What follows belongs to an exercise in optimizing a design on an open flow for small area, a short achievable clock period and few clock cycles; a production flow would make more cautious choices. Function was not checked in any run shown here: the RTL went through the layout flow alone. Power is estimated from default activity; no workload was simulated.

## flow/design.v (module list and top-level ports; edited modules follow where they fit)
// module yrs_ctrl: 143 lines
// module yrs_datapath: 4332 lines
// module yuv_to_rgb32_horizontal_scaler_top: 75 lines
module yuv_to_rgb32_horizontal_scaler_top #(
  parameter int MAX_UPSCALE = yrs_pkg::MAX_UPSCALE_DEF
) (
  input  logic                            clk,
  input  logic                            rst_n,
  input  logic                            cfg_we,
  input  logic [yrs_pkg::CFG_IDX_W-1:0]   cfg_index,
  input  logic [yrs_pkg::CFG_W-1:0]       cfg_data,
  input  logic                            in_valid,
  output logic                            in_ready,
  input  logic [yrs_pkg::LUMA_W-1:0]      in_luma,
  input  logic [yrs_pkg::CHROMA_W-1:0]    in_chroma_u,
  input  logic [yrs_pkg::CHROMA_W-1:0]    in_chroma_v,
  input  logic                            in_row_start,
  output logic                            out_valid,
  input  logic                            out_ready,
  output logic [yrs_pkg::COLOR_W-1:0]     out_red,
  output logic [yrs_pkg::COLOR_W-1:0]     out_green,
  output logic [yrs_pkg::COLOR_W-1:0]     out_blue,
  output logic                            out_last_copy
);
  // ...
==> flow/run.sh <==
#!/bin/bash
# synth_recipe.tcl (not shown) runs the flow's synth.tcl, then flattens the netlist and writes it again
# the make line also repeats each setting of config.mk as NAME=value (left out here)
make -C /OpenROAD-flow-scripts/flow DESIGN_CONFIG=/design/flow/config.mk WORK_HOME=/design/flow/orfs CLKGATE_MAP_FILE= SYNTH_SCRIPT=/design/flow/synth_recipe.tcl finish
==> flow/config.mk <==
export PLATFORM = sky130hd
export DESIGN_NAME = yuv_to_rgb32_horizontal_scaler_top
export DESIGN_NICKNAME = yuv_to_rgb32_horizontal_scaler_top
export VERILOG_FILES = /design/flow/design.v
export SDC_FILE = /design/flow/constraint.sdc
export NUM_CORES = 4
export LEC_CHECK = 0
export ABC_CLOCK_PERIOD_IN_PS = 2400
export CAP_MARGIN = 20
export CORE_MARGIN = 2
export CORE_UTILIZATION = 55
export SETUP_SLACK_MARGIN = 3.4
export SLEW_MARGIN = 20
==> flow/constraint.sdc <==
create_clock -name core_clock -period 6.0 [get_ports {clk}]
set_input_delay 1.2000 -clock core_clock [delete_from_list [all_inputs] [get_ports {clk}]]
set_output_delay 1.2000 -clock core_clock [all_outputs]
set_load 0.01 [all_outputs]
==> impl_results.md, run 1 <==
- Status: complete, no violations
- Clock net power: about 4.4 mW
- Largest class: multi-input combinational cells
- Netlist Area Pre-Place: 0.03781 mm2
- Crit-path cells: clkinvlp_4 > buf_6
- GR Util met1: 38.22%
- Power Total: 18.49 mW
- DIE AREA: 0.07086 mm2
- Main area contributors after synthesis: edfxtp_1 (35%), fa_1 (15%), dfxtp_1 (8.7%), ha_1 (6.3%), a22oi_1 (4.8%)
- Finished Layout Cells: 4378
- Fraction of area in multi-input gates: 45.51%
- Fill cells: 5502
- HP Start: u_datapath.tag_c[2]
- Cts repair resizes: 110
- Clk pwr share: 23.9%
- Hold Crit Class: register to register
- Layout net count: 3957
- DPL Wire Length: 67090 um
- Met2 routed WL: about 46000 um
- GRT Max-Usage Layer: met2
- CP top delay family: buffers and inverters
- Share of the synthesized area in the top cell type: 35.03%
- FP Rows: 96
- Synthesized flop and latch total: slightly above 600
- CP arrival: 1.51 ns
- Period Utilization, post-route: 45.25%
==> module yrs_ctrl, before the edit <==
module yrs_ctrl (
  input  logic        clk,
  input  logic        rst_n,
  input  logic        cfg_we,
  input  logic [2:0]  cfg_index,
  input  logic [20:0] cfg_data,
  input  logic        in_valid,
  output logic        in_ready,
  input  logic        in_row_start,
  output logic        out_valid,
  input  logic        out_ready,
  output logic [7:0]  out_red,
  output logic [7:0]  out_green,
  output logic [7:0]  out_blue,
  output logic        out_last_copy,
  output logic        adv,
  output logic        tag_v,
  output logic        tag_c,    
  output logic [15:0] lg,
  output logic [15:0] ub,
  output logic [15:0] ug,
  output logic [15:0] vg,
  output logic [15:0] vr,
  input  logic [7:0]  red,
  input  logic [7:0]  green,
  input  logic [7:0]  blue,
  input  logic        dp_v,
  input  logic        dp_c
);
  logic [4:0]  step_int, step_int_p1;
  logic        step_int_nz;
  logic [15:0] step_frac;
  logic [15:0] pos;
  logic        o_valid, o_last;
  logic [4:0]  o_cnt;
  logic [7:0]  o_r, o_g, o_b;
  logic        k_full;
  logic [4:0]  k_cnt;
  logic [7:0]  k_r, k_g, k_b;
  logic        accept, o_free;
  logic [16:0] pos_sum;
  logic [4:0]  dp_cnt;
  logic [15:0] pos_nxt;
  assign adv      = !k_full;
  assign in_ready = adv;
  assign accept   = in_valid && adv;
  always_comb begin
    pos_sum = {1'b0, pos} + {1'b0, step_frac};
    pos_nxt = in_row_start ? step_frac : pos_sum[15:0];
  end
  assign tag_v = accept && (step_int_nz || (pos_sum[16] && !in_row_start));
  assign tag_c = pos_sum[16] && !in_row_start;
  always_ff @(posedge clk) begin
    if (!rst_n) begin
      step_int    <= 5'd1;
      step_int_p1 <= 5'd2;
      step_int_nz <= 1'b1;
      step_frac   <= 16'd0;
      lg        <= yrs_pkg::LUMA_GAIN_RST;
      ub        <= yrs_pkg::U_TO_BLUE_RST;
      ug        <= yrs_pkg::U_TO_GREEN_RST;
      vg        <= yrs_pkg::V_TO_GREEN_RST;
      vr        <= yrs_pkg::V_TO_RED_RST;
    end else if (cfg_we) begin
      case (cfg_index)
        yrs_pkg::REG_X_STEP: begin
          if (cfg_data[20]) begin
            step_int    <= 5'd16;
            step_int_p1 <= 5'd17;
            step_int_nz <= 1'b1;
            step_frac   <= 16'd0;
          end else begin
            step_int    <= {1'b0, cfg_data[19:16]};
            step_int_p1 <= {1'b0, cfg_data[19:16]} + 5'd1;
            step_int_nz <= (cfg_data[19:16] != 4'd0);
            step_frac   <= cfg_data[15:0];
          end
        end
        yrs_pkg::REG_LUMA_GAIN:  lg <= cfg_data[15:0];
        yrs_pkg::REG_U_TO_BLUE:  ub <= cfg_data[15:0];
        yrs_pkg::REG_U_TO_GREEN: ug <= cfg_data[15:0];
        yrs_pkg::REG_V_TO_GREEN: vg <= cfg_data[15:0];
        yrs_pkg::REG_V_TO_RED:   vr <= cfg_data[15:0];
        default: ;
      endcase
    end
  end
  always_ff @(posedge clk) begin
    if (!rst_n) pos <= 16'd0;
    else if (accept) pos <= pos_nxt;
  end
  assign dp_cnt = dp_c ? step_int_p1 : step_int;
  assign o_free = !o_valid || (o_last && out_ready);
  always_ff @(posedge clk) begin
    if (!rst_n) begin
      o_valid <= 1'b0;
      o_last  <= 1'b0;
      o_cnt   <= 5'd0;
      k_full  <= 1'b0;
    end else begin
      if (o_free) begin
        if (k_full) begin
          o_valid <= 1'b1;
          o_cnt   <= k_cnt;
          o_last  <= (k_cnt == 5'd1);
        end else begin
          o_valid <= dp_v;
          o_cnt   <= dp_cnt;
          o_last  <= (dp_cnt == 5'd1);
        end
      end else if (out_ready) begin
        o_cnt  <= o_cnt - 5'd1;
        o_last <= (o_cnt == 5'd2);
      end
      if (k_full) k_full <= !o_free;
      else        k_full <= dp_v && !o_free;
    end
  end
  always_ff @(posedge clk) begin
    if (o_free) begin
      if (k_full) begin
        o_r <= k_r;
        o_g <= k_g;
        o_b <= k_b;
      end else begin
        o_r <= red;
        o_g <= green;
        o_b <= blue;
      end
    end
    if (adv) begin
      k_cnt <= dp_cnt;
      k_r   <= red;
      k_g   <= green;
      k_b   <= blue;
    end
  end
  assign out_valid     = o_valid;
  assign out_last_copy = o_last;
  assign out_red       = o_r;
  assign out_green     = o_g;
  assign out_blue      = o_b;
endmodule
==> run 2: changes to the inputs <==
--- a/flow/design.v
+++ b/flow/design.v
@@ -55,21 +55,21 @@
   logic [4:0]  step_int, step_int_p1;
   logic        step_int_nz;
   logic [15:0] step_frac;
   logic [15:0] pos;
   logic        o_valid, o_last;
   logic [4:0]  o_cnt;
   logic [7:0]  o_r, o_g, o_b;
   logic        k_full;
-  logic [4:0]  k_cnt;
+  logic        k_inc;
   logic [7:0]  k_r, k_g, k_b;
   logic        accept, o_free;
   logic [16:0] pos_sum;
-  logic [4:0]  dp_cnt;
+  logic [4:0]  dp_cnt, k_cnt;
   logic [15:0] pos_nxt;
   assign adv      = !k_full;
   assign in_ready = adv;
   assign accept   = in_valid && adv;
   always_comb begin
     pos_sum = {1'b0, pos} + {1'b0, step_frac};
     pos_nxt = in_row_start ? step_frac : pos_sum[15:0];
   end
@@ -110,16 +110,17 @@
       endcase
     end
   end
   always_ff @(posedge clk) begin
     if (!rst_n) pos <= 16'd0;
     else if (accept) pos <= pos_nxt;
   end
   assign dp_cnt = dp_c ? step_int_p1 : step_int;
+  assign k_cnt  = k_inc ? step_int_p1 : step_int;
   assign o_free = !o_valid || (o_last && out_ready);
   always_ff @(posedge clk) begin
     if (!rst_n) begin
       o_valid <= 1'b0;
       o_last  <= 1'b0;
       o_cnt   <= 5'd0;
       k_full  <= 1'b0;
     end else begin
@@ -149,17 +150,17 @@
         o_b <= k_b;
       end else begin
         o_r <= red;
         o_g <= green;
         o_b <= blue;
       end
     end
     if (adv) begin
-      k_cnt <= dp_cnt;
+      k_inc <= dp_c;
       k_r   <= red;
       k_g   <= green;
       k_b   <= blue;
     end
   end
   assign out_valid     = o_valid;
   assign out_last_copy = o_last;
   assign out_red       = o_r;
@@ -447,25 +448,23 @@
   logic n220;
   logic n221;
   logic n222;
   logic n223;
   logic n224;
   logic n225;
   logic n226;
   logic n227;
-  logic n217_s2;
-  logic n218_s2;
-  logic n215_s2;
   logic n228;
   logic n229;
   logic n230;
   logic n231;
   logic n232;
   logic n233;
+  logic n227_s2;
   logic n234;
   logic n228_s2;
   logic n235;
   logic n236;
   logic n237;
   logic n235_s3;
   logic n236_s3;
   logic n233_s3;
@@ -1809,17 +1808,17 @@
   logic n1333;
   logic n1311_s2;
   logic n1313_s2;
   logic n1308_s2;
   logic n1334;
   logic n1335;
   logic n1336;
   logic n1337;
-  logic n747_s3;
+  logic n1277_s3;
   logic n1315_s3;
   logic n1338;
   logic n1339;
   logic n1278_s3;
   logic n1317_s3;
   logic n1316_s3;
   logic n1340;
   logic n1341;
@@ -1953,44 +1952,40 @@
   logic n1439;
   logic n1440;
   logic n1441;
   logic n1433_s4;
   logic n1434_s4;
   logic n1360_s4;
   logic n1442;
   logic n1443;
-  logic n1435_s4;
-  logic n1436_s4;
-  logic n1383_s4;
   logic n1444;
   logic n1445;
   logic n1446;
   logic n1447;
   logic n1448;
   logic n1449;
   logic n1450;
   logic n1451;
   logic n1452;
   logic n1453;
   logic n1369_s4;
   logic n1425_s4;
   logic n1454;
-  logic n1371_s4;
-  logic n1427_s4;
   logic n1455;
   logic n1373_s4;
   logic n1429_s4;
   logic n1456;
   logic n1375_s4;
   logic n1431_s4;
   logic n1457;
   logic n1377_s4;
   logic n1458;
   logic n1379_s4;
+  logic n1443_s4;
   logic n1459;
   logic n1381_s3;
   logic n1381_s4;
   logic n1445_s4;
   logic n1460;
   logic n1461;
   logic n1359_s4;
   logic n1462;
@@ -1998,16 +1993,17 @@
   logic n1463;
   logic n1450_s4;
   logic n1464;
   logic n1451_s4;
   logic n1465;
   logic n1452_s4;
   logic n1466;
   logic n1467;
+  logic n1454_s4;
   logic n1468;
   logic n1469;
   logic n1470;
   logic n1471;
   logic n1472;
   logic n1473;
   logic n1474;
   logic n1475;
@@ -2520,59 +2516,59 @@
   assign n183 = n143_s2 ^ n160_s2 ^ n161_s2;
   assign n184 = (n143_s2 & n160_s2) | (n143_s2 & n161_s2) | (n160_s2 & n161_s2);
   assign n185 = n145_s2 ^ n162_s2 ^ n163_s2;
   assign n186 = (n145_s2 & n162_s2) | (n145_s2 & n163_s2) | (n162_s2 & n163_s2);
   assign n187 = n147_s2 ^ n164_s2 ^ n165_s2;
   assign n188 = (n147_s2 & n164_s2) | (n147_s2 & n165_s2) | (n164_s2 & n165_s2);
   assign n189 = n149_s2 ^ n166_s2 ^ n167_s2;
   assign n190 = (n149_s2 & n166_s2) | (n149_s2 & n167_s2) | (n166_s2 & n167_s2);
-  assign n191 = n18_s1 ^ n53;
+  assign n191 = n18_s1 | n53;
   assign n192 = n18_s1 & n53;
-  assign n193 = n169 ^ n70;
+  assign n193 = n169 | n70;
   assign n194 = n169 & n70;
-  assign n195 = n170 ^ n171;
+  assign n195 = n170 | n171;
   assign n196 = n170 & n171;
-  assign n197 = n172_s2 ^ n173_s2;
+  assign n197 = n172_s2 | n173_s2;
   assign n198 = n172_s2 & n173_s2;
-  assign n199 = n174_s2 ^ n175_s2;
+  assign n199 = n174_s2 | n175_s2;
   assign n200 = n174_s2 & n175_s2;
-  assign n201 = n176_s2 ^ n177;
+  assign n201 = n176_s2 | n177;
   assign n202 = n176_s2 & n177;
-  assign n203 = n178 ^ n179;
+  assign n203 = n178 | n179;
   assign n204 = n178 & n179;
-  assign n205 = n180 ^ n181;
+  assign n205 = n180 | n181;
   assign n206 = n180 & n181;
-  assign n207 = n182 ^ n183;
+  assign n207 = n182 | n183;
   assign n208 = n182 & n183;
-  assign n209 = n184 ^ n185;
+  assign n209 = n184 | n185;
   assign n210 = n184 & n185;
-  assign n211 = n186 ^ n187;
+  assign n211 = n186 | n187;
   assign n212 = n186 & n187;
-  assign n213 = n188 ^ n189;
+  assign n213 = n188 | n189;
   assign n214 = n188 & n189;
   assign n215 = n54 & n192;
   assign n216 = n54 & n191;
   assign n217 = n196 | (n195 & n194);
   assign n218 = n195 & n193;
   assign n219 = n200 | (n199 & n198);
   assign n220 = n199 & n197;
   assign n221 = n204 | (n203 & n202);
   assign n222 = n203 & n201;
   assign n223 = n208 | (n207 & n206);
   assign n224 = n207 & n205;
   assign n225 = n212 | (n211 & n210);
   assign n226 = n211 & n209;
-  assign n227 = n217_s2 | (n218_s2 & n215_s2);
+  assign n227 = n217 | (n218 & n215);
   assign n228 = n218 & n216;
   assign n229 = n221 | (n222 & n219);
   assign n230 = n222 & n220;
   assign n231 = n225 | (n226 & n223);
   assign n232 = n226 & n224;
-  assign n233 = n229 | (n230 & n227);
+  assign n233 = n229 | (n230 & n227_s2);
   assign n234 = n230 & n228_s2;
   assign n235 = n214 | (n213 & n231);
   assign n236 = n213 & n232;
   assign n237 = n235_s3 | (n236_s3 & n233_s3);
   assign n238 = n236 & n234;
   assign n239 = (n29 & ub[0]) ^ n31;
   assign n240 = ((n29_s1 & ub[1]) | (n30_s1 & ub[0])) ^ n31_s1;
   assign n241 = ((n29_s1 & ub[2]) | (n30_s1 & ub[1])) ^ n31_s1;
@@ -2690,39 +2686,39 @@
   assign n353 = n313 ^ n330 ^ n331;
   assign n354 = (n313 & n330) | (n313 & n331) | (n330 & n331);
   assign n355 = n315 ^ n332 ^ n333;
   assign n356 = (n315 & n332) | (n315 & n333) | (n332 & n333);
   assign n357 = n317 ^ n334 ^ n335;
   assign n358 = (n317 & n334) | (n317 & n335) | (n334 & n335);
   assign n359 = n319 ^ n336 ^ n337;
   assign n360 = (n319 & n336) | (n319 & n337) | (n336 & n337);
-  assign n361 = n31_s1 ^ n239_s1;
+  assign n361 = n31_s1 | n239_s1;
   assign n362 = n31_s1 & n239_s1;
-  assign n363 = n339 ^ n256;
+  assign n363 = n339 | n256;
   assign n364 = n339 & n256;
-  assign n365 = n340 ^ n341;
+  assign n365 = n340 | n341;
   assign n366 = n340 & n341;
-  assign n367 = n342 ^ n343;
+  assign n367 = n342 | n343;
   assign n368 = n342 & n343;
-  assign n369 = n344 ^ n345;
+  assign n369 = n344 | n345;
   assign n370 = n344 & n345;
-  assign n371 = n346 ^ n347;
+  assign n371 = n346 | n347;
   assign n372 = n346 & n347;
-  assign n373 = n348_s2 ^ n349_s2;
+  assign n373 = n348_s2 | n349_s2;
   assign n374 = n348_s2 & n349_s2;
-  assign n375 = n350_s2 ^ n351_s2;
+  assign n375 = n350_s2 | n351_s2;
   assign n376 = n350_s2 & n351_s2;
-  assign n377 = n352_s2 ^ n353_s2;
+  assign n377 = n352_s2 | n353_s2;
   assign n378 = n352_s2 & n353_s2;
-  assign n379 = n354_s2 ^ n355_s2;
+  assign n379 = n354_s2 | n355_s2;
   assign n380 = n354_s2 & n355_s2;
-  assign n381 = n356_s2 ^ n357_s2;
+  assign n381 = n356_s2 | n357_s2;
   assign n382 = n356_s2 & n357_s2;
-  assign n383 = n358_s2 ^ n359_s2;
+  assign n383 = n358_s2 | n359_s2;
   assign n384 = n358_s2 & n359_s2;
   assign n385 = n240 & n362;
   assign n386 = n240 & n361;
   assign n387 = n366 | (n365 & n364);
   assign n388 = n365 & n363;
   assign n389 = n370 | (n369 & n368);
   assign n390 = n369 & n367;
   assign n391 = n374 | (n373 & n372_s2);
@@ -2860,39 +2856,39 @@
   assign n523 = n483 ^ n500 ^ n501;
   assign n524 = (n483 & n500) | (n483 & n501) | (n500 & n501);
   assign n525 = n485 ^ n502 ^ n503;
   assign n526 = (n485 & n502) | (n485 & n503) | (n502 & n503);
   assign n527 = n487 ^ n504 ^ n505;
   assign n528 = (n487 & n504) | (n487 & n505) | (n504 & n505);
   assign n529 = n489 ^ n506 ^ n507;
   assign n530 = (n489 & n506) | (n489 & n507) | (n506 & n507);
-  assign n531 = n31_s1 ^ n409_s1;
+  assign n531 = n31_s1 | n409_s1;
   assign n532 = n31_s1 & n409_s1;
-  assign n533 = n509 ^ n426;
+  assign n533 = n509 | n426;
   assign n534 = n509 & n426;
-  assign n535 = n510 ^ n511;
+  assign n535 = n510 | n511;
   assign n536 = n510 & n511;
-  assign n537 = n512 ^ n513;
+  assign n537 = n512 | n513;
   assign n538 = n512 & n513;
-  assign n539 = n514 ^ n515;
+  assign n539 = n514 | n515;
   assign n540 = n514 & n515;
-  assign n541 = n516 ^ n517;
+  assign n541 = n516 | n517;
   assign n542 = n516 & n517;
-  assign n543 = n518_s2 ^ n519_s2;
+  assign n543 = n518_s2 | n519_s2;
   assign n544 = n518_s2 & n519_s2;
-  assign n545 = n520_s2 ^ n521_s2;
+  assign n545 = n520_s2 | n521_s2;
   assign n546 = n520_s2 & n521_s2;
-  assign n547 = n522_s2 ^ n523_s2;
+  assign n547 = n522_s2 | n523_s2;
   assign n548 = n522_s2 & n523_s2;
-  assign n549 = n524_s2 ^ n525_s2;
+  assign n549 = n524_s2 | n525_s2;
   assign n550 = n524_s2 & n525_s2;
-  assign n551 = n526_s2 ^ n527_s2;
+  assign n551 = n526_s2 | n527_s2;
   assign n552 = n526_s2 & n527_s2;
-  assign n553 = n528_s2 ^ n529_s2;
+  assign n553 = n528_s2 | n529_s2;
   assign n554 = n528_s2 & n529_s2;
   assign n555 = n410 & n532;
   assign n556 = n410 & n531;
   assign n557 = n536 | (n535 & n534);
   assign n558 = n535 & n533;
   assign n559 = n540 | (n539 & n538);
   assign n560 = n539 & n537;
   assign n561 = n544 | (n543 & n542_s2);
@@ -3030,39 +3026,39 @@
   assign n693 = n653 ^ n670 ^ n671;
   assign n694 = (n653 & n670) | (n653 & n671) | (n670 & n671);
   assign n695 = n655 ^ n672 ^ n673;
   assign n696 = (n655 & n672) | (n655 & n673) | (n672 & n673);
   assign n697 = n657 ^ n674 ^ n675;
   assign n698 = (n657 & n674) | (n657 & n675) | (n674 & n675);
   assign n699 = n659 ^ n676 ^ n677;
   assign n700 = (n659 & n676) | (n659 & n677) | (n676 & n677);
-  assign n701 = n43_s1 ^ n579_s1;
+  assign n701 = n43_s1 | n579_s1;
   assign n702 = n43_s1 & n579_s1;
-  assign n703 = n679 ^ n596;
+  assign n703 = n679 | n596;
   assign n704 = n679 & n596;
-  assign n705 = n680 ^ n681;
+  assign n705 = n680 | n681;
   assign n706 = n680 & n681;
-  assign n707 = n682 ^ n683;
+  assign n707 = n682 | n683;
   assign n708 = n682 & n683;
-  assign n709 = n684 ^ n685;
+  assign n709 = n684 | n685;
   assign n710 = n684 & n685;
-  assign n711 = n686 ^ n687;
+  assign n711 = n686 | n687;
   assign n712 = n686 & n687;
-  assign n713 = n688_s2 ^ n689_s2;
+  assign n713 = n688_s2 | n689_s2;
   assign n714 = n688_s2 & n689_s2;
-  assign n715 = n690_s2 ^ n691_s2;
+  assign n715 = n690_s2 | n691_s2;
   assign n716 = n690_s2 & n691_s2;
-  assign n717 = n692_s2 ^ n693_s2;
+  assign n717 = n692_s2 | n693_s2;
   assign n718 = n692_s2 & n693_s2;
-  assign n719 = n694_s2 ^ n695_s2;
+  assign n719 = n694_s2 | n695_s2;
   assign n720 = n694_s2 & n695_s2;
-  assign n721 = n696_s2 ^ n697_s2;
+  assign n721 = n696_s2 | n697_s2;
   assign n722 = n696_s2 & n697_s2;
-  assign n723 = n698_s2 ^ n699_s2;
+  assign n723 = n698_s2 | n699_s2;
   assign n724 = n698_s2 & n699_s2;
   assign n725 = n580 & n702;
   assign n726 = n580 & n701;
   assign n727 = n706 | (n705 & n704);
   assign n728 = n705 & n703;
   assign n729 = n710 | (n709 & n708);
   assign n730 = n709 & n707;
   assign n731 = n714 | (n713 & n712_s2);
@@ -3200,39 +3196,39 @@
   assign n863 = n823 ^ n840 ^ n841;
   assign n864 = (n823 & n840) | (n823 & n841) | (n840 & n841);
   assign n865 = n825 ^ n842 ^ n843;
   assign n866 = (n825 & n842) | (n825 & n843) | (n842 & n843);
   assign n867 = n827 ^ n844 ^ n845;
   assign n868 = (n827 & n844) | (n827 & n845) | (n844 & n845);
   assign n869 = n829 ^ n846 ^ n847;
   assign n870 = (n829 & n846) | (n829 & n847) | (n846 & n847);
-  assign n871 = n43_s1 ^ n749_s1;
+  assign n871 = n43_s1 | n749_s1;
   assign n872 = n43_s1 & n749_s1;
-  assign n873 = n849 ^ n766;
+  assign n873 = n849 | n766;
   assign n874 = n849 & n766;
-  assign n875 = n850 ^ n851;
+  assign n875 = n850 | n851;
   assign n876 = n850 & n851;
-  assign n877 = n852 ^ n853;
+  assign n877 = n852 | n853;
   assign n878 = n852 & n853;
-  assign n879 = n854 ^ n855;
+  assign n879 = n854 | n855;
   assign n880 = n854 & n855;
-  assign n881 = n856 ^ n857;
+  assign n881 = n856 | n857;
   assign n882 = n856 & n857;
-  assign n883 = n858_s2 ^ n859_s2;
+  assign n883 = n858_s2 | n859_s2;
   assign n884 = n858_s2 & n859_s2;
-  assign n885 = n860_s2 ^ n861_s2;
+  assign n885 = n860_s2 | n861_s2;
   assign n886 = n860_s2 & n861_s2;
-  assign n887 = n862_s2 ^ n863_s2;
+  assign n887 = n862_s2 | n863_s2;
   assign n888 = n862_s2 & n863_s2;
-  assign n889 = n864_s2 ^ n865_s2;
+  assign n889 = n864_s2 | n865_s2;
   assign n890 = n864_s2 & n865_s2;
-  assign n891 = n866_s2 ^ n867_s2;
+  assign n891 = n866_s2 | n867_s2;
   assign n892 = n866_s2 & n867_s2;
-  assign n893 = n868_s2 ^ n869_s2;
+  assign n893 = n868_s2 | n869_s2;
   assign n894 = n868_s2 & n869_s2;
   assign n895 = n750 & n872;
   assign n896 = n750 & n871;
   assign n897 = n876 | (n875 & n874);
   assign n898 = n875 & n873;
   assign n899 = n880 | (n879 & n878);
   assign n900 = n879 & n877;
   assign n901 = n884 | (n883 & n882_s2);
@@ -3644,18 +3640,18 @@
   assign n1307 = n134 ^ n1275 ^ n1270;
   assign n1308 = (n134 & n1275) | (n134 & n1270) | (n1275 & n1270);
   assign n1309 = n119 ^ n1272 ^ n1274;
   assign n1310 = (n119 & n1272) | (n119 & n1274) | (n1272 & n1274);
   assign n1311 = n476 ^ n646 ^ n135;
   assign n1312 = (n476 & n646) | (n476 & n135) | (n646 & n135);
   assign n1313 = n1276 ^ n120;
   assign n1314 = n1276 & n120;
-  assign n1315 = n1277 ^ n577;
-  assign n1316 = n1277 & n577;
+  assign n1315 = n577 ^ n747;
+  assign n1316 = n577 & n747;
   assign n1317 = n1232 ^ n1281 ^ n1279;
   assign n1318 = (n1232 & n1281) | (n1232 & n1279) | (n1281 & n1279);
   assign n1319 = n1282 ^ n1283 ^ n1280;
   assign n1320 = (n1282 & n1283) | (n1282 & n1280) | (n1283 & n1280);
   assign n1321 = n1284 ^ n1287 ^ n1286;
   assign n1322 = (n1284 & n1287) | (n1284 & n1286) | (n1287 & n1286);
   assign n1323 = n1291 ^ n1288 ^ n1290;
   assign n1324 = (n1291 & n1288) | (n1291 & n1290) | (n1288 & n1290);
@@ -3666,18 +3662,18 @@
   assign n1329 = n1303_s2 ^ n1300 ^ n1305;
   assign n1330 = (n1303_s2 & n1300) | (n1303_s2 & n1305) | (n1300 & n1305);
   assign n1331 = n1307_s2 ^ n1304_s2 ^ n1309_s2;
   assign n1332 = (n1307_s2 & n1304_s2) | (n1307_s2 & n1309_s2) | (n1304_s2 & n1309_s2);
   assign n1333 = n1311_s2 ^ n1313_s2 ^ n1308_s2;
   assign n1334 = (n1311_s2 & n1313_s2) | (n1311_s2 & n1308_s2) | (n1313_s2 & n1308_s2);
   assign n1335 = 1'b1 ^ n136 ^ n1312;
   assign n1336 = (1'b1 & n136) | (1'b1 & n1312) | (n136 & n1312);
-  assign n1337 = n747_s3 ^ n1315_s3;
-  assign n1338 = n747_s3 & n1315_s3;
+  assign n1337 = n1277_s3 ^ n1315_s3;
+  assign n1338 = n1277_s3 & n1315_s3;
   assign n1339 = n1278_s3 ^ n1317_s3 ^ n1316_s3;
   assign n1340 = (n1278_s3 & n1317_s3) | (n1278_s3 & n1316_s3) | (n1317_s3 & n1316_s3);
   assign n1341 = n1285_s3 ^ n1319_s3 ^ n1318_s3;
   assign n1342 = (n1285_s3 & n1319_s3) | (n1285_s3 & n1318_s3) | (n1319_s3 & n1318_s3);
   assign n1343 = n1289_s3 ^ n1320_s3 ^ n1321_s3;
   assign n1344 = (n1289_s3 & n1320_s3) | (n1289_s3 & n1321_s3) | (n1320_s3 & n1321_s3);
   assign n1345 = n1293_s3 ^ n1322_s3 ^ n1323_s3;
   assign n1346 = (n1293_s3 & n1322_s3) | (n1293_s3 & n1323_s3) | (n1322_s3 & n1323_s3);
@@ -3772,41 +3768,41 @@
   assign n1435 = n1419 | (n1420 & n1411);
   assign n1436 = n1420 & n1412;
   assign n1437 = n1421 | (n1422 & n1413);
   assign n1438 = n1422 & n1414;
   assign n1439 = n1423 | (n1424 & n1415);
   assign n1440 = n1424 & n1416;
   assign n1441 = n1433_s4 | (n1434_s4 & n1360_s4);
   assign n1442 = n1434 & n1359;
-  assign n1443 = n1435_s4 | (n1436_s4 & n1383_s4);
+  assign n1443 = n1435 | (n1436 & n1383);
   assign n1444 = n1436 & n1384;
   assign n1445 = n1437 | (n1438 & n1405);
   assign n1446 = n1438 & n1406;
   assign n1447 = n1439 | (n1440 & n1407);
   assign n1448 = n1440 & n1408;
   assign n1449 = n1361 ^ n1360;
   assign n1450 = n1363 ^ n1383;
   assign n1451 = n1365 ^ n1405;
   assign n1452 = n1367 ^ n1407;
   assign n1453 = n1369_s4 ^ n1425_s4;
-  assign n1454 = n1371_s4 ^ n1427_s4;
+  assign n1454 = n1371 ^ n1427;
   assign n1455 = n1373_s4 ^ n1429_s4;
   assign n1456 = n1375_s4 ^ n1431_s4;
   assign n1457 = n1377_s4 ^ n1441;
-  assign n1458 = n1379_s4 ^ n1443;
+  assign n1458 = n1379_s4 ^ n1443_s4;
   assign n1459 = n1381_s4 ^ n1445_s4;
   assign n1460 = ~n1459 & (n1458 | n1457 | n1456);
   assign n1461 = (n1359_s4 | n1460) & ~n1459;
   assign n1462 = (n1449_s4 | n1460) & ~n1459;
   assign n1463 = (n1450_s4 | n1460) & ~n1459;
   assign n1464 = (n1451_s4 | n1460) & ~n1459;
   assign n1465 = (n1452_s4 | n1460) & ~n1459;
   assign n1466 = (n1453 | n1460) & ~n1459;
-  assign n1467 = (n1454 | n1460) & ~n1459;
+  assign n1467 = (n1454_s4 | n1460) & ~n1459;
   assign n1468 = (n1455 | n1460) & ~n1459;
   assign n1469 = n252 ^ n267 ^ n282;
   assign n1470 = (n252 & n267) | (n252 & n282) | (n267 & n282);
   assign n1471 = n297 ^ n126 ^ n320;
   assign n1472 = (n297 & n126) | (n297 & n320) | (n126 & n320);
   assign n1473 = n66 ^ n81 ^ n96;
   assign n1474 = (n66 & n81) | (n66 & n96) | (n81 & n96);
   assign n1475 = n111 ^ n1469 ^ n338;
@@ -4083,19 +4079,17 @@
       n149_s2 <= n149;
       n166_s2 <= n166;
       n167_s2 <= n167;
       n172_s2 <= n172;
       n173_s2 <= n173;
       n174_s2 <= n174;
       n175_s2 <= n175;
       n176_s2 <= n176;
-      n217_s2 <= n217;
-      n218_s2 <= n218;
-      n215_s2 <= n215;
+      n227_s2 <= n227;
       n228_s2 <= n228;
       n235_s3 <= n235;
       n236_s3 <= n236;
       n233_s3 <= n233;
       n29_s1 <= n29;
       n30_s1 <= n30;
       n31_s1 <= n31;
       n32_s1 <= n32;
@@ -4335,17 +4329,17 @@
       n1268_s2 <= n1268;
       n1303_s2 <= n1303;
       n1307_s2 <= n1307;
       n1304_s2 <= n1304;
       n1309_s2 <= n1309;
       n1311_s2 <= n1311;
       n1313_s2 <= n1313;
       n1308_s2 <= n1308;
-      n747_s3 <= n747;
+      n1277_s3 <= n1277;
       n1315_s3 <= n1315;
       n1278_s3 <= n1278;
       n1317_s3 <= n1317;
       n1316_s3 <= n1316;
       n1285_s3 <= n1285;
       n1319_s3 <= n1319;
       n1318_s3 <= n1318;
       n1289_s3 <= n1289;
@@ -4373,37 +4367,34 @@
       n1377_s3 <= n1377;
       n1380_s3 <= n1380;
       n1379_s3 <= n1379;
       n1403_s3 <= n1403;
       n1404_s3 <= n1404;
       n1433_s4 <= n1433;
       n1434_s4 <= n1434;
       n1360_s4 <= n1360;
-      n1435_s4 <= n1435;
-      n1436_s4 <= n1436;
-      n1383_s4 <= n1383;
       n1369_s4 <= n1369;
       n1425_s4 <= n1425;
-      n1371_s4 <= n1371;
-      n1427_s4 <= n1427;
       n1373_s4 <= n1373;
       n1429_s4 <= n1429;
       n1375_s4 <= n1375;
       n1431_s4 <= n1431;
       n1377_s4 <= n1377_s3;
       n1379_s4 <= n1379_s3;
+      n1443_s4 <= n1443;
       n1381_s3 <= n1381;
       n1381_s4 <= n1381_s3;
       n1445_s4 <= n1445;
       n1359_s4 <= n1359;
       n1449_s4 <= n1449;
       n1450_s4 <= n1450;
       n1451_s4 <= n1451;
       n1452_s4 <= n1452;
+      n1454_s4 <= n1454;
       n1471_s2 <= n1471;
       n1473_s2 <= n1473;
       n1475_s2 <= n1475;
       n360_s2 <= n360;
       n1489_s2 <= n1489;
       n1476_s2 <= n1476;
       n1493_s2 <= n1493;
       n1491_s2 <= n1491;
==> impl_results.md, run 2 <==
- Grt ovf: 0
- Fin crit period: 2.677 ns
- Layout net count: 3872 (-2.1%)
- Hold Crit Class: register to register
- RSZ-0062 raised after global routing: true
- FP Rows: 95 (-1.0%)
- Residual DRC: 0
- FF-to-FF End: u_datapath.n1443_s4
- Main area contributors after synthesis: edfxtp_1 (35%), fa_1 (15%), dfxtp_1 (8.5%), a22oi_1 (4.9%), ha_1 (4.5%)
- Final hold vios: 0
- Asr flop ratio synth: 0%
- Max-capacitance violation count: 0
- Max incr delay on CP: 0.54 ns
- Placed Instances: 4161
- Most common cell after layout, fill and taps aside: edfxtp_1
- CP arrival: 3.04 ns (+1.53 ns)
- Initial antenna violation count: 1
- First-pass detailed-route iteration total: 5
- Antenna Nets Post-Route: 0
- CTS sink count: 596
- WHS: 0.4214 ns
- Largest net degree at the start of global routing: 164
- CTS Buf Count: 68
- Count leader, synth: edfxtp_1
- Setup-failing EPs final: 0
- Most frequent cells in the layout: edfxtp_1 (437), inv_1 (387), nand2_1 (374)
- Commonest cells in the netlist: edfxtp_1 (437), inv_1 (390), nand2_1 (378), fa_1 (274), a22oi_1 (246)
- Post-synthesis cell type count: slightly below 80
- Biggest area consumer among synthesized cells: edfxtp_1
- Crit path capture: u_datapath.n1443_s4
- Period Utilization, post-route: 44.61% (-0.64 points)
- Critical-path maximum fanout: 2
- Syn-to-layout area delta: 11.47%
- CP top delay family: compound AO/OA/AOI/OAI gates
- PwrDens: between 400 and 500 mW/mm2
- Global Route Usage Sum: a little over a quarter
- Critical path endpoint category: register
- # IOs: just over 80
- Peak Freq: approximately 0.37 GHz
- Pins Over Slew Limit: 0
- Share of the synthesized area in the top cell type: 35.02% (about the same)
- Root Driver: clkbuf_16
- R2r startpoint: u_datapath.n1317_s3
- Hold_buf cts: 0
- R2R setup slack: between 3 and 4 ns
- Placed cell area: 0.03862 mm2
- Input/output buffers: 80
- Critical path startpoint: u_datapath.n1317_s3
- Netlist Area Pre-Place: 0.03747 mm2 (-0.89%)
- Reg clk slew, reported paths: 0.06 ns
- R2R depth: 8
- Main flop type after synthesis: edfxtp_1
- Clock insertion delay at the later pin of the skew report: 0.62 ns
- Max IR drop VDD: 0.0002424 V
- Post-Syn Instances: between 3000 and 4000
- Mean post-synth cell area: 10.88 um2
- Post-Syn Nets: 3905
- Die width: approximately 270 um
- DIE AREA: 0.07024 mm2 (-0.88%)
- Finished Layout Cells: 4337 (-0.94%)
- Critical Path RT: 6.37 ns
- Fraction of layout cells with a size suffix above 1: under 10%
- Worst Setup Path Type: register to register
- Status: complete, no violations
- Wirelength per Cell: between 20 and 25 um
- Deepest clock path buffer count: 3
- Crit start category: register
- Vias in the first global route: 25060
- WL final: 93920 um
- Design area: 0.04177 mm2
- Crit-path cells: fa_1 > fa_2 > a21o_1 > a21oi_2 > nor2b_1 > o21a_1 > o41a_1 > a31o_1
- Seq/Total Area, Yosys: 43.51%
- Initial core utilization: 55.70%
- Die Height: 265.0 um
- H-tree Lvls: 3
- Critical path buffers and inverters: 0
- Critical path depth: 8
- DR vias: 25070
- Synthesized flop and latch total: 596 (-1.5%)
- Yosys warns: 3
- Setup Skew: 0.02778 ns
- Setup tns final: 0 ns
- Core ar.: ~0.067 mm2
- Vias per inst: 5.780
- Global-route wire length before repair: 147100 um
- LEAKAGE: 17.46 nW
- CTS tree: done
- N_diodes: 0
- Gpl congestion: 0.9002
- Tightest Pin Transition: 0.9332 ns
- DPL Wire Length: 66490 um (-0.89%)
- Rel. slew slack: 37.79%
- Slowest-stage cell, CP: fa_1
- DR iter-0 viols: 2353
- Post-synth EDFFs: ~440
-- run 2: kinds of logic (layout without fill, tap and decap cells) --
group                      Yosys count  in the layout  synth area share [%]
and+or+nand+nor                    704            704                 8.404
AOI/OAI and AO/OA                  689            689                 13.10
buffers and inverters              665            686                 6.815
DFF                                596            596                 43.51
adders and majority gates          434            434                 19.82
xor gates and xnor gates           343            343                 8.017
muxes                               12             12                0.3306
-- run 2: final cells by class --
class | count | area (um2)
Multi-Input combinational cell | 2182 | 19040
Tap cell | 873 | 1092
Timing Repair Buffer | 171 | 1649
Inverter | 391 | 1471
Fill cell | 5370 | 25510
Clock buffer | 100 | 1934
Sequential cell | 596 | 16320
Clock inverter | 24 | 270.3
-- run 2: timing repair --
item,in CTS,in global routing
setup endpoints to repair,251,93
resized for setup,91,74
cloned,1,1
buffers inserted,27,23
endpoints found under the hold margin,0,0
pin swaps,10,18
-- run 2: per-stage QoR --
step / utilization, % / power (mW) / worst slack (ns)
after global routing: 62.09 / 19.65 / 3.236
after floorplan: - / 11.54 / -1.687
after global placement: 57.40 / 13.79 / 2.325
after CTS: 61.39 / 18.38 / 3.252
after detailed placement: 57.40 / 14.03 / 2.283
final: 62.09 / 18.28 / 3.323
-- run 2: how the worst min path moves through the flow --
stage,slack [ns],from,to,cells after the start
after CTS,0.42,u_datapath.tag_c[1],u_datapath.tag_c[2],0
after global placement,0.41,u_datapath.tag_c[3],u_datapath.tag_c[4],0
after floorplan,0.40,u_datapath.n1381_s3,u_datapath.n1381_s4,0
after detailed placement,0.41,u_datapath.tag_c[1],u_datapath.tag_c[2],0
final,0.42,u_datapath.tag_c[1],u_datapath.tag_c[2],0
after global routing,0.44,u_datapath.tag_c[1],u_datapath.tag_c[2],0
-- run 2: layer usage --
metal	track usage (%)	routed length, um	vias up
li1	-	-	11640
met1	37.97	40470	12420
met2	44.47	44810	870
met3	3.453	5716	141
met4	9.070	2904	2
met5	0	13	-
-- run 2: power breakdown --
group	internal [mW]	switching, mW
sequential	6.47	0.693
clock	2.40	1.73
combinational	3.10	3.89
total	12.0	6.31
==> run 3: changes to the inputs <==
--- a/flow/config.mk
+++ b/flow/config.mk
@@ -9,5 +9,5 @@
 export CAP_MARGIN = 20
 export CORE_MARGIN = 2
-export CORE_UTILIZATION = 55
+export CORE_UTILIZATION = 70
 export SETUP_SLACK_MARGIN = 3.4
 export SLEW_MARGIN = 20
==> impl_results.md, run 3 <==
- Seq/Total Area, Yosys: 43.51% (unchanged)
- Worst Setup Path Type: register to register
- Core Util, Final: 79.32% (+17 points)
- Antenna Nets Post-Route: 0 (unchanged)
- Main flop type after synthesis: edfxtp_1
- Die width: 235.4 um (-11%)
- Crit start category: register
- Root Driver: clkbuf_16
- Max IR drop VDD: 0.0003021 V (+25%)
- Initial core utilization: 71.02% (+15 points)
- Residual DRC: 0 (unchanged)
- Finished Layout Cells: 4166 (-3.9%)
- Main area contributors after synthesis: edfxtp_1 (35%), fa_1 (15%), dfxtp_1 (8.5%), a22oi_1 (4.9%), ha_1 (4.5%)
- CTS sink count: 596 (unchanged)
- Post-synthesis cell type count: 78 (unchanged)
- Hold Crit Endpoint: u_datapath.n1381_s4
- Syn-to-layout area delta: 11.68%
- Hold Crit Class: register to register
- Period Utilization, post-route: 46.78% (+2.2 points)
- Global-route wire length before repair: 148400 um (+0.85%)
- Placed Instances: 3973 (-4.5%)
- Setup-failing EPs final: 0 (unchanged)
- Yosys warns: 3 (unchanged)
- N_diodes: 0 (unchanged)
- Post-synth EDFFs: 437 (unchanged)
- Critical path endpoint category: register
- Hold_buf cts: 0 (unchanged)
- First-pass detailed-route iteration total: 7 (+2)
- Fin crit period: 2.807 ns (+0.1300 ns)
- R2R depth: 8 (unchanged)
- Most frequent cells in the layout: edfxtp_1 (437), inv_1 (386), nand2_1 (375)
- Die Height: 235.4 um (-11%)
- Netlist Area Pre-Place: 0.03747 mm2 (unchanged)
- Input/output buffers: 80 (unchanged)
- Gpl congestion: 0.9149 (+1.6%)
- R2r startpoint: u_datapath.n1317_s3
- LEAKAGE: 17.59 nW (+0.74%)
- Fraction of layout cells with a size suffix above 1: 10.09% (+1.3 points)
- # IOs: 81 (unchanged)
- CTS Buf Count: 66 (-2.9%)
- Largest net degree at the start of global routing: 103 (-37%)
- Global Route Usage Sum: 34.62% (+7.4 points)
- WL final: 96130 um (+2.3%)
- Max-capacitance violation count: 0 (unchanged)
- DR iter-0 viols: 3038 (+29%)
- FF-to-FF End: u_datapath.n1443_s4
- Critical-path maximum fanout: 2 (unchanged)
- Commonest cells in the netlist: edfxtp_1 (437), inv_1 (390), nand2_1 (378), fa_1 (274), a22oi_1 (246)
- Tightest Pin Transition: 1.011 ns (+0.07826 ns)
- Reg clk slew, reported paths: 0.06 ns (about the same)
- CP arrival: 3.14 ns (+0.10 ns)
- Peak Freq: 0.3563 GHz (-4.6%)
- DPL Wire Length: 64820 um (-2.5%)
- Hold path depth: 0 (unchanged)
- Wirelength per Cell: 23.07 um (+6.6%)
- Status: complete, no violations
- Critical Path RT: 6.33 ns (-0.04 ns)
- Most common cell after layout, fill and taps aside: edfxtp_1
- DR vias: 26180 (+4.4%)
- Pins Over Slew Limit: 0 (unchanged)
- Vias in the first global route: 26060 (+4.0%)
- Post-Syn Nets: 3905 (unchanged)
- FP Rows: 84 (-12%)
- CTS tree: done
- PwrDens: 446.2 mW/mm2 (+1.9%)
- H-tree Lvls: 3 (unchanged)
- Grt ovf: 0 (unchanged)
- HP Start: u_datapath.n1381_s3
- R2R setup slack: 3.19 ns (-0.13 ns)
- Clock insertion delay at the later pin of the skew report: 0.60 ns (-0.02 ns)
- Biggest area consumer among synthesized cells: edfxtp_1
- Rel. slew slack: 32.12% (-5.7 points)
- Share of the synthesized area in the top cell type: 35.02% (unchanged)
- Setup Skew: 0.02443 ns (-0.003350 ns)
- Deepest clock path buffer count: 3 (unchanged)
- DIE AREA: 0.05540 mm2 (-21%)
- Place WS: 2.421 ns (+0.1385 ns)
- Core ar.: 0.05276 mm2 (-22%)
- Vias per inst: 6.285 (+8.7%)
- Initial antenna violation count: 1 (unchanged)
- Synthesized flop and latch total: 596 (unchanged)
- Count leader, synth: edfxtp_1
- Post-Syn Instances: 3443 (unchanged)
- RSZ-0062 raised after global routing: true
- Layout net count: 3890 (+0.46%)
- Mean post-synth cell area: 10.88 um2 (unchanged)
- Final Worst Setup Slack: 3.193 ns (-0.1300 ns)
- Asr flop ratio synth: 0% (unchanged)
- Final hold vios: 0 (unchanged)
==> run 3: cell counts after synthesis <==
No cell type changed its count.
==> run 3: power breakdown <==
group	internal [mW]	switching [mW]	total (mW)	leakage [nW]
clock network	2.52	1.66	4.18	1.12
registers	6.47	0.760	7.23	6.04
logic	3.13	4.12	7.26	10.4
==> run 3: cell type report <==
class	count	area (um2)
sequential	596	16320
fill	3180	10910
clock buffer	89	1924
tap	688	860.8
clock inverter	29	320.3
timing repair buffer	190	1829
multi-input combinational	2183	19120
inverter	391	1471
==> run 3: cell families after synthesis <==
family,synth area share [%]
AND/OR/NAND/NOR,8.404
multiplexers,0.3306
buffers and inverters,6.815
AO/OA/AOI/OAI,13.10
XOR/XNOR,8.017
flip-flops,43.51
adder cells (fa/ha/maj),19.82
==> run 3: routing by layer <==
| metal | vias up | share of wire, % | GRT usage [%] |
|---|---|---|---|
| met4 | 2 | 5.0 | 16.58 |
| li1 | 11670 | - | - |
| met3 | 268 | 8.7 | 5.734 |
| met2 | 1406 | 47 | 55.89 |
| met1 | 12830 | 39 | 46.23 |
| met5 | - | 0.014 | 0 |
==> run 3: critical path, stage by stage, from the launching register on <==
cell and delay [ns]:
edfxtp_1 0.40, fa_1 0.55, fa_2 0.38, a21o_1 0.19
a21oi_2 0.17, nor2b_1 0.08, o21a_1 0.19, o41a_1 0.35
a31o_1 0.24
==> run 3: stage by stage <==
| step | TNS, ns | power, mW | hold WS, ns | instance area (um2) |
|---|---|---|---|---|
| 3_5_place_dp | 0 | 14.02 | 0.4054 | 38370 |
| 6_report | 0 | 18.67 | 0.4215 | 41850 |
| 3_3_place_gp | 0 | 13.51 | 0.4025 | 38320 |
| 5_1_grt | 0 | 19.74 | 0.4275 | 41850 |
| 2_1_floorplan | -505.17 | 11.54 | 0.4003 | 37500 |
| 4_1_cts | 0 | 18.45 | 0.4212 | 41260 |
==> run 3: worst max-delay path by stage <==
stage	from	slack, ns	to	cells past startpoint
floorplan	u_ctrl.k_full	-1.69	u_ctrl.pos[15]	6
global placement	u_datapath.n3_s1	2.49	u_datapath.n1261_s2	7
detailed placement	u_datapath.n3_s1	2.42	u_datapath.n1261_s2	7
CTS	u_datapath.n1278_s3	3.23	u_datapath.n1445_s4	8
global route	u_datapath.n1317_s3	3.13	u_datapath.n1445_s4	8
finish	u_datapath.n1317_s3	3.19	u_datapath.n1443_s4	8
==> run 3: repair_timing <==
action / 4_1_cts / 5_1_grt
resized for setup: 89 / 94
endpoints found under the hold margin: 0 / 0
pin swaps: 13 / 19
cloned: 0 / 1
endpoints found under the setup margin: 376 / 96
setup buffers: 48 / 25
==> run 4: changes to the inputs <==
--- a/flow/config.mk
+++ b/flow/config.mk
@@ -9,5 +9,5 @@
 export CAP_MARGIN = 20
 export CORE_MARGIN = 2
-export CORE_UTILIZATION = 70
-export SETUP_SLACK_MARGIN = 3.4
+export CORE_UTILIZATION = 55
+export SETUP_SLACK_MARGIN = 3.7
 export SLEW_MARGIN = 20
==> impl_results.md, run 4 <==
- M3 GR Usage: 3.444% (-2.3 points)
- Finished Layout Cells: 4496 (+7.9%)
- Biggest area consumer among synthesized cells: edfxtp_1
- FP Rows: 95 (+13%)
- Initial antenna violation count: 0 (-1)
- Initial core utilization: 55.70% (-15 points)
- Commonest cells in the netlist: edfxtp_1 (437), inv_1 (390), nand2_1 (378), fa_1 (274), a22oi_1 (246)
- Layout net count: 4029 (+3.6%)
- Gpl congestion: 0.8837 (-3.4%)
- Met2 usage: 48.28% (-7.6 points)
- GR Util met1: 38.40% (-7.8 points)
- DR vias: 26240 (+0.24%)
- Final hold vios: 0 (unchanged)
- RSZ-0062 raised after global routing: true
- Most frequent cells in the layout: edfxtp_1 (437), nand2_1 (354), inv_1 (298)
- Critical path endpoint category: register
- Status: complete, no violations
- Net Sw Frac: 34.54% (-0.53 points)
- Global-route wire length before repair: 152400 um (+2.7%)
- CTS tree: done
- Fill cells: 4861 (+53%)
- Max IR drop VDD: 0.0002798 V (-7.4%)
- Fraction of layout cells with a size suffix above 1: 29.64% (+20 points)
- Post-synth EDFFs: 437 (unchanged)
- Die width: 265.0 um (+13%)
- Peak Freq: 0.3755 GHz (+5.4%)
- LEAKAGE: 18.74 nW (+6.5%)
- Setup Skew: 0.02678 ns (+0.002348 ns)
- Seq/Total Area, Yosys: 43.51% (unchanged)
- Critical Path RT: 6.36 ns (+0.03 ns)
- Reg clk slew, reported paths: 0.06 ns (about the same)
- DPL Wire Length: 65880 um (+1.6%)
- GRT Max-Usage Layer: met2
- Period Utilization, post-route: 44.38% (-2.4 points)
- Crit start category: register
- Seq pwr share: 36.8% (-1.9 points)
- Fin crit period: 2.663 ns (-0.1437 ns)
- Antenna Nets Post-Route: 0 (unchanged)
- Placed Instances: 4165 (+4.8%)
- Residual DRC: 0 (unchanged)
- Multi-input gate area: 0.02142 mm2 (+12%)
- Clk pwr share: 22.0% (-0.4 points)
- Global Route Usage Sum: 28.21% (-6.4 points)
- Max-capacitance violation count: 0 (unchanged)
- Critical-path maximum fanout: 2 (unchanged)
- Hold Crit Class: register to register
- Synthesized flop and latch total: 596 (unchanged)
- First-pass detailed-route iteration total: 6 (-1)
- Largest net degree at the start of global routing: 83 (-19%)
- Post-Syn Nets: 3905 (unchanged)
- Grt ovf: 0 (unchanged)
- PwrDens: 421.2 mW/mm2 (-5.6%)
- Post-synthesis cell type count: 78 (unchanged)
- Tightest Pin Transition: 1.085 ns (+0.07394 ns)
- Mean post-synth cell area: 10.88 um2 (unchanged)
- WL final: 101800 um (+5.9%)
- Worst Setup Path Type: register to register
- Vias in the first global route: 25920 (-0.52%)
- Wirelength per Cell: 22.64 um (-1.9%)
- Most common cell after layout, fill and taps aside: edfxtp_1
- Deepest clock path buffer count: 3 (unchanged)
- Input/output buffers: 80 (unchanged)
- Setup-failing EPs final: 0 (unchanged)
- CP arrival: 3.03 ns (-0.11 ns)
- Core ar.: 0.06728 mm2 (+28%)
- Clock insertion delay at the later pin of the skew report: 0.62 ns (+0.02 ns)
- Main area contributors after synthesis: edfxtp_1 (35%), fa_1 (15%), dfxtp_1 (8.5%), a22oi_1 (4.9%), ha_1 (4.5%)
- Vias per inst: 5.837 (-7.1%)
- Seq. cell area: 0.01634 mm2 (+0.13%)
- P_int: 12.77 mW (+5.4%)
- Share of the synthesized area in the top cell type: 35.02% (unchanged)
- Comb power frac: 41.2% (+2.3 points)
- Pins Over Slew Limit: 0 (unchanged)
- Asr flop ratio synth: 0% (unchanged)
- Main flop type after synthesis: edfxtp_1
- Count leader, synth: edfxtp_1
- H-tree Lvls: 3 (unchanged)
- Yosys warns: 3 (unchanged)
- Netlist Area Pre-Place: 0.03747 mm2 (unchanged)
- Design area: 0.04632 mm2 (+11%)
- Rel. slew slack: 27.64% (-4.5 points)
- CTS Buf Count: 69 (+4.5%)
- Placed cell area: 0.03906 mm2 (+1.8%)
- Psw: 6.740 mW (+2.9%)
- DR iter-0 viols: 2362 (-22%)
- # IOs: 81 (unchanged)
- Syn-to-layout area delta: 23.61%
- Root Driver: clkbuf_16
- Die Height: 265.0 um (+13%)
- CTS sink count: 596 (unchanged)
- N_diodes: 0 (unchanged)
- DIE AREA: 0.07024 mm2 (+27%)
- Post-Syn Instances: 3443 (unchanged)
==> run 4: changes by cell type in the layout (fill, tap and decap cells not counted), moves of 87 or more <==
| cell | before | now |
|---|---|---|
| inv_1 | 386 | 298 |
| a22oi_2 | 6 | 142 |
| fa_1 | 265 | 146 |
| inv_2 | 4 | 91 |
| fa_2 | 9 | 128 |
| a22oi_1 | 240 | 104 |
==> run 4: layout make-up <==
| type | instances | share of cell area (%) |
|---|---|---|
| clock buffer | 92 | 4.176 |
| tap | 873 | 2.358 |
| multi-input combinational | 2187 | 46.24 |
| inverter | 391 | 3.182 |
| timing repair buffer | 322 | 7.899 |
| clock inverter | 35 | 0.8590 |
| sequential | 596 | 35.29 |
==> run 4: cells by family after synthesis <==
kind of cell             after synthesis  share of synthesized area (%)
adder cells (fa/ha/maj)              434                          19.82
buffers and inverters                665                          6.815
flip-flops                           596                          43.51
multiplexers                          12                         0.3306
AND/OR/NAND/NOR                      704                          8.404
XOR/XNOR                             343                          8.017
AO/OA/AOI/OAI                        689                          13.10
==> run 4: per-layer routing <==
metal	vias up	wire length, um
met5	-	0
li1	11950	-
met4	0	3019
met1	13120	42450
met2	975	49980
met3	198	6338
==> run 4: worst max-delay path: stages (launching register included) <==
cell	delay (ns)
edfxtp_1	0.40
fa_2	0.53
fa_2	0.36
a21o_1	0.17
a21oi_2	0.14
nor2b_1	0.06
o21a_1	0.18
o41a_1	0.34
a31o_1	0.23
==> run 4: power by group through the flow <==
stage / Clock [mW] / Sequential (mW) / Combinational (mW)
2_1_floorplan: 0 / 6.99 / 4.67
3_3_place_gp: 0 / 7.20 / 6.66
3_5_place_dp: 0 / 7.25 / 6.83
4_1_cts: 4.38 / 7.17 / 7.61
5_1_grt: 4.55 / 7.31 / 9.00
6_report: 4.30 / 7.18 / 8.04
==> run 4: worst paths after layout <==
kind / startpoint / cells past startpoint / slack (ns) / to
setup reg to reg: u_datapath.n1317_s3 / 8 / 3.34 / u_datapath.n1443_s4
hold reg to reg: u_datapath.tag_c[3] / 0 / 0.42 / u_datapath.tag_c[4]
hold / removal: u_datapath.tag_c[3] / 0 / 0.42 / u_datapath.tag_c[4]
setup / recovery: u_datapath.n1317_s3 / 8 / 3.34 / u_datapath.n1443_s4
==> run 4: what timing repair did <==
action	in CTS	in global routing
setup endpoints to repair	667	436
setup buffers	137	44
pin swaps	213	216
hold buffers	0	0
gates cloned	13	10
resized for setup	571	392
==> run 4: per-stage QoR <==
stage / TNS [ns] / hold WS [ns] / power, mW / setup WS, ns / utilization, %
global placement: 0 / 0.4063 / 13.85 / 2.575 / 58.03
global route: 0 / 0.4231 / 20.85 / 3.271 / 68.85
detailed placement: 0 / 0.4072 / 14.08 / 2.543 / 58.06
floorplan: -505.17 / 0.4003 / 11.66 / -1.687 / -
CTS: 0 / 0.4186 / 19.16 / 3.356 / 65.95
finish: 0 / 0.4236 / 19.51 / 3.337 / 68.85
==> run 5: changes to the inputs <==
--- a/flow/config.mk
+++ b/flow/config.mk
@@ -10,4 +10,6 @@
 export CORE_MARGIN = 2
 export CORE_UTILIZATION = 55
-export SETUP_SLACK_MARGIN = 3.7
+export CTS_CLUSTER_DIAMETER = 100
+export CTS_CLUSTER_SIZE = 20
+export SETUP_SLACK_MARGIN = 3.1
 export SLEW_MARGIN = 20
==> impl_results.md, run 5 <==
- Global Route Usage Sum: 26.87% (-1.3 points)
- Core ar.: 0.06728 mm2 (unchanged)
- Setup Skew: 0.02301 ns (-0.003767 ns)
- Grt ovf: 0 (unchanged)
- Post-Syn Nets: 3905 (unchanged)
- Root Driver: clkbuf_16
- N_diodes: 0 (unchanged)
- Clock insertion delay at the later pin of the skew report: 0.59 ns (-0.03 ns)
- Most common cell after layout, fill and taps aside: edfxtp_1
- Gpl congestion: 0.9139 (+3.4%)
- Reg clk slew, reported paths: 0.08 ns (+0.02 ns)
- Asr flop ratio synth: 0% (unchanged)
- WL final: 92450 um (-9.2%)
- Synthesized flop and latch total: 596 (unchanged)
- Peak Freq: 0.3570 GHz (-4.9%)
- PwrDens: 413.2 mW/mm2 (-1.9%)
- Initial core utilization: 55.70% (unchanged)
- Status: complete, no violations
- Max-capacitance violation count: 0 (unchanged)
- Die width: 265.0 um (unchanged)
- Vias in the first global route: 24950 (-3.8%)
- Layout net count: 3815 (-5.3%)
- FP Rows: 95 (unchanged)
- Power Total: 16.57 mW (-15%)
- Hold Crit Class: register to register
- Vias per inst: 5.791 (-0.79%)
- H-tree Lvls: 2 (-1)
- Antenna Nets Post-Route: 0 (unchanged)
- Count leader, synth: edfxtp_1
- Final hold vios: 0 (unchanged)
- DR iter-0 viols: 2063 (-13%)
- LEAKAGE: 16.61 nW (-11%)
- DIE AREA: 0.07024 mm2 (unchanged)
- Fraction of layout cells with a size suffix above 1: 5.206% (-24 points)
- Seq/Total Area, Yosys: 43.51% (unchanged)
- DPL Wire Length: 66540 um (+1.0%)
- Compound-gate portion of the synthesized area: 13.10% (unchanged)
- Max IR drop VDD: 0.0002379 V (-15%)
- Commonest cells in the netlist: edfxtp_1 (437), inv_1 (390), nand2_1 (378), fa_1 (274), a22oi_1 (246)
- CP arrival: 3.15 ns (+0.12 ns)
- Critical-path maximum fanout: 2 (unchanged)
- Tightest Pin Transition: 1.039 ns (-0.04626 ns)
- Synth Area in Adders: 19.82% (unchanged)
- CTS Buf Count: 38 (-45%)
- DR vias: 24640 (-6.1%)
- Period Utilization, post-route: 46.68% (+2.3 points)
- Crit start category: register
- Deepest clock path buffer count: 3 (unchanged)
- Critical Path RT: 6.35 ns (about the same)
- Syn-to-layout area delta: 7.032%
- Multiplexer area fraction after synthesis: 0.3306% (unchanged)
- Worst Setup Path Type: register to register
- Yosys warns: 3 (unchanged)
- Wirelength per Cell: 21.73 um (-4.0%)
- Simple-gate portion of the synthesized area: 8.404% (unchanged)
- Main area contributors after synthesis: edfxtp_1 (35%), fa_1 (15%), dfxtp_1 (8.5%), a22oi_1 (4.9%), ha_1 (4.5%)
- Biggest area consumer among synthesized cells: edfxtp_1
- Post-Syn Instances: 3443 (unchanged)
- Post-Synth XOR/XNOR Area: 8.017% (unchanged)
- Post-synth EDFFs: 437 (unchanged)
- # IOs: 81 (unchanged)
- Global-route wire length before repair: 146200 um (-4.1%)
- Most frequent cells in the layout: edfxtp_1 (437), inv_1 (389), nand2_1 (374)
- CTS sink count: 596 (unchanged)
- CTS tree: done
- RSZ-0062 raised after global routing: true
- Residual DRC: 0 (unchanged)
- Die Height: 265.0 um (unchanged)
- Netlist Area Pre-Place: 0.03747 mm2 (unchanged)
- Combinational family with the most area after synthesis: adder cells
- Mean post-synth cell area: 10.88 um2 (unchanged)
- Fin crit period: 2.801 ns (+0.1381 ns)
- WHS: 0.4251 ns (+0.001504 ns)
- Post-synthesis cell type count: 78 (unchanged)
- Setup-failing EPs final: 0 (unchanged)
- Input/output buffers: 80 (unchanged)
- First-pass detailed-route iteration total: 7 (+1)
- Rel. slew slack: 30.51% (+2.9 points)
- Pins Over Slew Limit: 0 (unchanged)
- Initial antenna violation count: 0 (unchanged)
- Main flop type after synthesis: edfxtp_1
- Largest net degree at the start of global routing: 176 (+110%)
- Share of the synthesized area in the top cell type: 35.02% (unchanged)
- Critical path endpoint category: register
## run 5: cell counts after synthesis
No cell type changed its count.
## run 5: area by class of cell
cell class | instances | area (um2)
Fill cell | 5570 | 27170
Clock buffer | 57 | 1022
Timing Repair Buffer | 144 | 1354
Clock inverter | 11 | 121.4
Tap cell | 873 | 1092
Sequential cell | 596 | 16310
Multi-Input combinational cell | 2182 | 18740
Inverter | 391 | 1471
## run 5: through the flow
stage / instance area [um2] / util (%) / worst slack, ns / cells / setup TNS, ns
finish: 40110 / 59.61 / 3.199 / 4254 / 0
global route: 40110 / 59.61 / 3.074 / 4254 / 0
CTS: 39950 / 59.38 / 2.971 / 4242 / 0
detailed placement: 38610 / 57.39 / 2.483 / 4164 / 0
global placement: 38610 / 57.39 / 2.524 / 4163 / 0
floorplan: 37480 / - / -1.687 / 3443 / -505.17
## run 5: worst paths after layout
path | startpoint | end | slack, ns | cells past startpoint
max | u_datapath.n1316_s3 | u_datapath.n1443_s4 | 3.20 | 8
min reg2reg | u_datapath.tag_c[2] | u_datapath.tag_c[3] | 0.43 | 0
min | u_datapath.tag_c[2] | u_datapath.tag_c[3] | 0.43 | 0
max reg2reg | u_datapath.n1316_s3 | u_datapath.n1443_s4 | 3.20 | 8
## run 5: repair_timing
action,in CTS,in global routing
hold buffers,0,0
setup endpoints to repair,182,58
buffers inserted,10,12
hold endpoints to repair,0,0
resized for setup,22,14
## run 5: layer usage
layer | vias up | GRT usage [%] | share of wire (%)
met2 | 761 | 44.74 | 48
met3 | 128 | 2.842 | 5.3
li1 | 11470 | - | -
met4 | 0 | 6.902 | 2.4
met5 | - | 0 | 0
met1 | 12270 | 37.92 | 44
## run 5: kinds of logic (layout without fill, tap and decap cells)
| group | count (synthesis) | in the layout |
|---|---|---|
| and+or+nand+nor | 704 | 704 |
| AOI/OAI and AO/OA | 689 | 689 |
| buffers and inverters | 665 | 603 |
| DFF | 596 | 596 |
| adders and majority gates | 434 | 434 |
| xor gates and xnor gates | 343 | 343 |
| muxes | 12 | 12 |
## run 5: power by group
group          internal (mW)  total (mW)  switching [mW]
logic                   2.98        6.76            3.79
registers               6.46        7.15           0.692
clock network           1.22        2.66            1.44
## run 5: critical path, cell delays in order (launching register included)
cell and delay (ns):
edfxtp_1 0.42, fa_2 0.52, fa_1 0.44, a21o_1 0.18, a21oi_2 0.17, nor2b_1 0.06
o21a_1 0.18, o41a_1 0.35, a31o_1 0.23
==> run 6: changes to the inputs <==
--- a/flow/config.mk
+++ b/flow/config.mk
@@ -12,4 +12,4 @@
 export CTS_CLUSTER_DIAMETER = 100
 export CTS_CLUSTER_SIZE = 20
-export SETUP_SLACK_MARGIN = 3.1
+export SETUP_SLACK_MARGIN = 3.4
 export SLEW_MARGIN = 20
==> impl_results.md, run 6 <==
- Hold path depth: 0 (unchanged)
- Die Height: 265.0 um (unchanged)
- Final Worst Setup Slack: 3.318 ns (+0.1186 ns)
- Period Utilization, post-route: 44.71% (-2.0 points)
- Main flop type after synthesis: edfxtp_1
- FP Rows: 95 (unchanged)
- Main area contributors after synthesis: edfxtp_1 (35%), fa_1 (15%), dfxtp_1 (8.5%), a22oi_1 (4.9%), ha_1 (4.5%)
- DPL Wire Length: 66490 um (about the same)
- Design area: 0.04090 mm2 (+2.0%)
- Status: complete, no violations
- HP Start: u_datapath.n1381_s3
- Rel. slew slack: 37.20% (+6.7 points)
- Die width: 265.0 um (unchanged)
- Global-route wire length before repair: 146900 um (+0.49%)
- Share of the synthesized area in the top cell type: 35.02% (unchanged)
- Placed Instances: 4161 (-0.072%)
- Fill cells: 5439 (-2.4%)
- # IOs: 81 (unchanged)
- Final hold vios: 0 (unchanged)
- Biggest area consumer among synthesized cells: edfxtp_1
- Initial core utilization: 55.70% (unchanged)
- Hold Crit Class: register to register
- Hold Crit Endpoint: u_datapath.n1381_s4
- Fin crit period: 2.682 ns (-0.1186 ns)
- Largest net degree at the start of global routing: 164 (-6.8%)
- H-tree Lvls: 2 (unchanged)
- LEAKAGE: 17.00 nW (+2.3%)
- Core ar.: 0.06728 mm2 (unchanged)
- Tightest Pin Transition: 0.9421 ns (-0.09704 ns)
- Root Driver: clkbuf_16
- Wirelength per Cell: 21.76 um (+0.10%)
- Setup Skew: 0.01357 ns (-0.009435 ns)
- Power Total: 17.10 mW (+3.2%)
- DR vias: 24840 (+0.81%)
- Gpl congestion: 0.9002 (-1.5%)
- Most frequent cells in the layout: edfxtp_1 (437), inv_1 (386), nand2_1 (374)
- CTS Buf Count: 40 (+5.3%)
- Syn-to-layout area delta: 9.145%
- Placed cell area: 0.03862 mm2 (about the same)
- Place WS: 2.283 ns (-0.2008 ns)
- Max-capacitance violation count: 0 (unchanged)
- CP arrival: 3.03 ns (-0.12 ns)
- Multi-input gate area: 0.01907 mm2 (+1.8%)
- R2r startpoint: u_datapath.n1278_s3
- Seq. cell area: 0.01632 mm2 (about the same)
- Critical Path RT: 6.35 ns (about the same)
- Count leader, synth: edfxtp_1
- RSZ-0062 raised after global routing: true
- Setup-failing EPs final: 0 (unchanged)
run 6: cell types whose count changed in the layout (fill, tap and decap cells not counted), sizes merged, moves of 3 or more:
cell,previous run,this run
buf,65,91
clkbuf,57,61
clkdlybuf4s50,77,50
dlygate4sd2,1,26
inv,392,395
run 6: through the flow:
step	utilization (%)	TNS [ns]	hold WS [ns]
finish	60.79	0	0.4260
global route	60.79	0	0.4455
CTS	60.12	0	0.4302
detailed placement	57.40	0	0.4056
global placement	57.40	0	0.4055
floorplan	-	-505.17	0.4003
run 6: power by group:
group | internal, mW | switching, mW | leakage [nW] | total (mW)
logic | 3.13 | 3.90 | 10.3 | 7.03
registers | 6.46 | 0.694 | 6.04 | 7.15
clock network | 1.40 | 1.52 | 0.638 | 2.92
run 6: how the worst max path moves through the flow:
stage,startpoint,endpoint
4_1_cts,u_datapath.n1317_s3,u_datapath.n1443_s4
6_report,u_datapath.n1278_s3,u_datapath.n1443_s4
3_3_place_gp,u_datapath.n3_s1,u_datapath.n1261_s2
5_1_grt,u_datapath.n1278_s3,u_datapath.n1443_s4
2_1_floorplan,u_ctrl.k_full,u_ctrl.pos[15]
3_5_place_dp,u_datapath.n3_s1,u_datapath.n1261_s2
run 6: routing by layer:
metal,vias to the layer above,global-route usage [%],part of all wire (%)
met2,803,44.12,47
li1,11540,-,-
met5,-,0,0
met3,147,3.101,5.7
met4,0,9.375,3.6
met1,12350,38.04,43
run 6: cells by family (layout without fill, tap and decap cells):
| logic type | count (synthesis) | after routing | share of synthesized area, % |
|---|---|---|---|
| DFF | 596 | 596 | 43.51 |
| xor gates and xnor gates | 343 | 343 | 8.017 |
| muxes | 12 | 12 | 0.3306 |
| adders and majority gates | 434 | 434 | 19.82 |
| AOI/OAI and AO/OA | 689 | 689 | 13.10 |
| and+or+nand+nor | 704 | 704 | 8.404 |
| buffers and inverters | 665 | 634 | 6.815 |
run 6: final cells by class:
type / count / area share [%]
multi-input cells: 2182 / 46.63
flip-flops and latches: 596 / 39.90
repair buffers: 169 / 3.998
inverters: 391 / 3.598
clock buffers: 61 / 2.870
well taps: 873 / 2.671
clock inverters: 13 / 0.3365
run 6: critical path, stage by stage, from the launching register on:
cell and delay (ns):
edfxtp_1 0.41, fa_2 0.52, fa_2 0.37, a21o_1 0.17
a21oi_2 0.13, nor2b_1 0.06, o21a_1 0.18, o41a_1 0.35
a31o_1 0.25
run 6: repair_timing:
item / CTS / global route
setup buffers: 29 / 20
pin swaps: 13 / 23
gates resized for setup: 96 / 76
cloned: 1 / 0
endpoints found under the setup margin: 253 / 84

==> static timing again, ports no longer ideal <==
The flow's constraints put no driver on any port. The routed layouts listed below were extracted and timed again, unchanged, in two steps. Step 1, drivers: a clkbuf_16 drives clk and a buf_2 each remaining input, both assumed. Step 2, shift: input delay + t, output delay - t, t = (earliest + latest rising clock arrival at the registers) / 2. This alone moves slack from input paths to output paths. Slacks: no drivers / after step 1 / after step 2; pairs: no drivers / after step 1.
run | t, ns | slack for setup (ns)
run 1 | 0.674 | 3.285 / 3.220 / 2.831
run 2 | 0.675 | 3.323 / 3.323 / 2.896
run 3 | 0.647 | 3.193 / 3.193 / 2.800
run 4 | 0.671 | 3.337 / 3.337 / 3.163
run 5 | 0.647 | 3.199 / 3.167 / 2.858
run 6 | 0.656 | 3.318 / 3.318 / 2.850
After both steps every run listed still meets setup and hold.
